Source: an optimization exercise on an open RTL-to-GDS flow (aim: small area and a short achievable clock period). Production flows keep margins and buffers that such runs may drop.
Function was checked by simulation only, so behaviour that the tests miss may differ from the original.
Power is estimated from default activity; no workload was simulated.

Setup of run 1:
## wildcard_byte_pattern_search
module wildcard_byte_pattern_search (
   input  wire logic          clock,
   input  wire logic          reset,
   input  wire logic          req_valid,
   output logic               req_ready,
   input  wire logic [7:0]    req_data_byte,
   input  wire logic          req_last_byte,
   output logic               rsp_valid,
   input  wire logic          rsp_ready,
   output logic               rsp_found,
   output logic [63:0]        rsp_match_address,
   input  wire logic          psel,
   input  wire logic          penable,
   input  wire logic          pwrite,
   input  wire logic [5:0]    paddr,
   input  wire logic [63:0]   pwdata,
   output logic      [63:0]   prdata,
   output logic               pready
);
Size in the first run: ~1,500 cells after synthesis, ~16,000 sq um of cells after synthesis.
==> flow/config.mk <==
export PLATFORM = sky130hd
export DESIGN_NAME = wildcard_byte_pattern_search
export DESIGN_NICKNAME = wildcard_byte_pattern_search
export VERILOG_FILES = /design/flow/design.v
export SDC_FILE = /design/flow/constraint.sdc
export NUM_CORES = 4
export LEC_CHECK = 0
export CAP_MARGIN = 20
export CORE_MARGIN = 2
export CORE_UTILIZATION = 40
export CTS_BUF_LIST = sky130_fd_sc_hd__clkbuf_8
export CTS_CLUSTER_DIAMETER = 50
export CTS_CLUSTER_SIZE = 20
export PLACE_DENSITY = 0.6
export SETUP_SLACK_MARGIN = 3.2
export SLEW_MARGIN = 20
export TNS_END_PERCENT = 20
==> flow/constraint.sdc <==
create_clock -name core_clock -period 7.2 [get_ports {clock}]
set_input_delay 1.4400 -clock core_clock [delete_from_list [all_inputs] [get_ports {clock}]]
set_output_delay 1.4400 -clock core_clock [all_outputs]
set_load 0.01 [all_outputs]
standard.sh (not shown) runs the stock make flow with config.mk's settings and CLKGATE_MAP_FILE= SYNTH_SCRIPT=/design/flow/synth_recipe.tcl, a recipe that flattens the netlist after the stock synthesis.
==> flow/flow/run.sh <==
#!/bin/bash
# The standard layout (standard.sh), with these placement and clock-tree
# choices: the port buffers that placement inserts are sky130_fd_sc_hd__buf_1,
# the clock tree is built without dummy loads, and after floorplan the logic
# on the slowest paths is remapped for timing. make's output goes to
# standard.log; each ORFS step keeps its own log under orfs/logs.
set -euo pipefail
export BUFFER_PORTS_ARGS="-buffer_cell sky130_fd_sc_hd__buf_1"
export CTS_ARGS="-sink_clustering_enable -repair_clock_nets -sink_clustering_size 20 -sink_clustering_max_diameter 50 -buf_list sky130_fd_sc_hd__clkbuf_8 -dont_use_dummy_load"
export POST_FLOORPLAN_TCL="$PWD/flow/post_floorplan.tcl"
mkdir -p orfs
bash standard.sh > standard.log 2>&1
==> flow/flow/post_floorplan.tcl <==
# Remap the logic cones on the slowest paths with timing-driven ABC.
restructure -target timing -slack_threshold 3.3 \
  -liberty_file /OpenROAD-flow-scripts/flow/platforms/sky130hd/lib/sky130_fd_sc_hd__tt_025C_1v80.lib \
  -tielo_port sky130_fd_sc_hd__conb_1/LO -tiehi_port sky130_fd_sc_hd__conb_1/HI \
  -work_dir [file join $::env(OBJECTS_DIR) rmp]
Run 1: aborted in floorplan (2_1_floorplan) (tool error)
[inputs] run 2 vs run 1
- changing CAP_MARGIN from 20 to 5
- changing SLEW_MARGIN from 20 to 5
==> flow/flow/run.sh <==
#!/bin/bash
# The standard layout (standard.sh), with two placement and clock-tree choices:
# the port buffers that placement inserts are sky130_fd_sc_hd__buf_1, and the
# clock tree is built without dummy loads. make's output goes to standard.log;
# each ORFS step keeps its own log under orfs/logs.
set -euo pipefail
export BUFFER_PORTS_ARGS="-buffer_cell sky130_fd_sc_hd__buf_1"
export CTS_ARGS="-sink_clustering_enable -repair_clock_nets -sink_clustering_size 20 -sink_clustering_max_diameter 50 -buf_list sky130_fd_sc_hd__clkbuf_8 -dont_use_dummy_load"
bash standard.sh > standard.log 2>&1
removed: flow/flow/post_floorplan.tcl
- The post-synthesis simple-gate area fraction was comparable across run 1 and run 2.
- Diff run 2..run 1 | starting density of the core | unchanged
- Run 1 and run 2 ended up with roughly the same async set-or-reset flop fraction in the synthesized netlist.
- Run 2 -> run 1: distinct cell type count after synthesis delta 0, exact match
- Run 2 completed every stage of the flow, and the final layout passed the timing, design-rule and antenna checks.
- Height of the die came out exactly the same in run 1 and run 2.
- As far as mux contribution to synthesized area goes, run 2 and run 1 are indistinguishable; the numbers are identical.
- Synthesized area: run 1 vs run 2 identical
- On synthesized-area fraction occupied by xor and xnor cells, run 1 and run 2 are neck and neck.
- Re cell row count: no difference whatsoever between run 2 and run 1.
- Between run 2 and run 1, the chip width does not differ in any meaningful way.
Changes in run 3 relative to run 2:
- swapping 20 for 30 in TNS_END_PERCENT
- swapping 5 for 20 in SLEW_MARGIN
- swapping 5 for 20 in CAP_MARGIN
- swapping 3.2 for 3.0 in SETUP_SLACK_MARGIN
Notes after the runs:
Headroom to the max-slew limit: run 3 vs run 2 up 0.75 points
Both conditions hold for run 3: the flow ran to the end and the final layout passed the timing, design-rule and antenna checks.
Total via count after detailed routing went down slightly going from run 2 to run 3.
On power dissipated in the clock network, run 2 and run 3 are basically level.
Going from run 2 to run 3, routed length per placed instance shrinks by about 2%.
NOTE: utilization of the core after routing in run 3 falls short of that of run 2
STATUS power after layout: run 3 wins against run 2
For the proportion of cell area occupied by registers, run 3 came in 1.1 points higher than run 2 did.
Run 3 against run 2; number of cells upsized or downsized after cts is down by more than a quarter.
~same worst hold margin in run 2 and run 3
Comparing run 2 and run 3, the higher overall fraction of global-route tracks in use is on run 2.
The inputs of run 4 differ from those of run 3 as listed below.
- a change of SETUP_SLACK_MARGIN from 3.0 to 3.2
- a change of TNS_END_PERCENT from 30 to 20
--- outcome ---
Run 4 vs run 3, start point of the critical path: paddr[3] vs paddr[4]. Across run 3 and run 4, none had a timing, DRC or antenna violation. Run 4 against run 3: post-placement worst setup slack held, length in cells of the worst reg-to-reg path increased 1, wire length of the first global-routing pass moved up.

-- separate check: timing with driven ports --
Ports are ideal in the flow. The routed layouts listed here were re-timed in OpenROAD. Step 1 (the two cells are an assumption about what drives the block):
set clk [get_ports {clock}]
set_driving_cell -lib_cell sky130_fd_sc_hd__clkbuf_16 $clk
set_driving_cell -lib_cell sky130_fd_sc_hd__buf_2 [delete_from_list [all_inputs] $clk]
Step 2 moves the port delays by t, midway between the first and last clock arrival at a register: inputs arrive t later, outputs are due t later. That takes back most of the time a late clock gives input paths. Three values: ideal ports, drivers, drivers and shift; two values: the first two.
run | shift t [ns] | setup WS [ns] | worst setup path at the end | pins driven straight from the clock port
run 2 | 0.629 | 3.202 / 3.081 / 3.081 | input to output | 1
run 3 | 0.637 | 3.015 / 2.951 / 2.951 | input to output | 1
run 4 | 0.629 | 3.202 / 3.081 / 3.081 | input to output | 1
After both steps setup and hold are still met in every run listed.
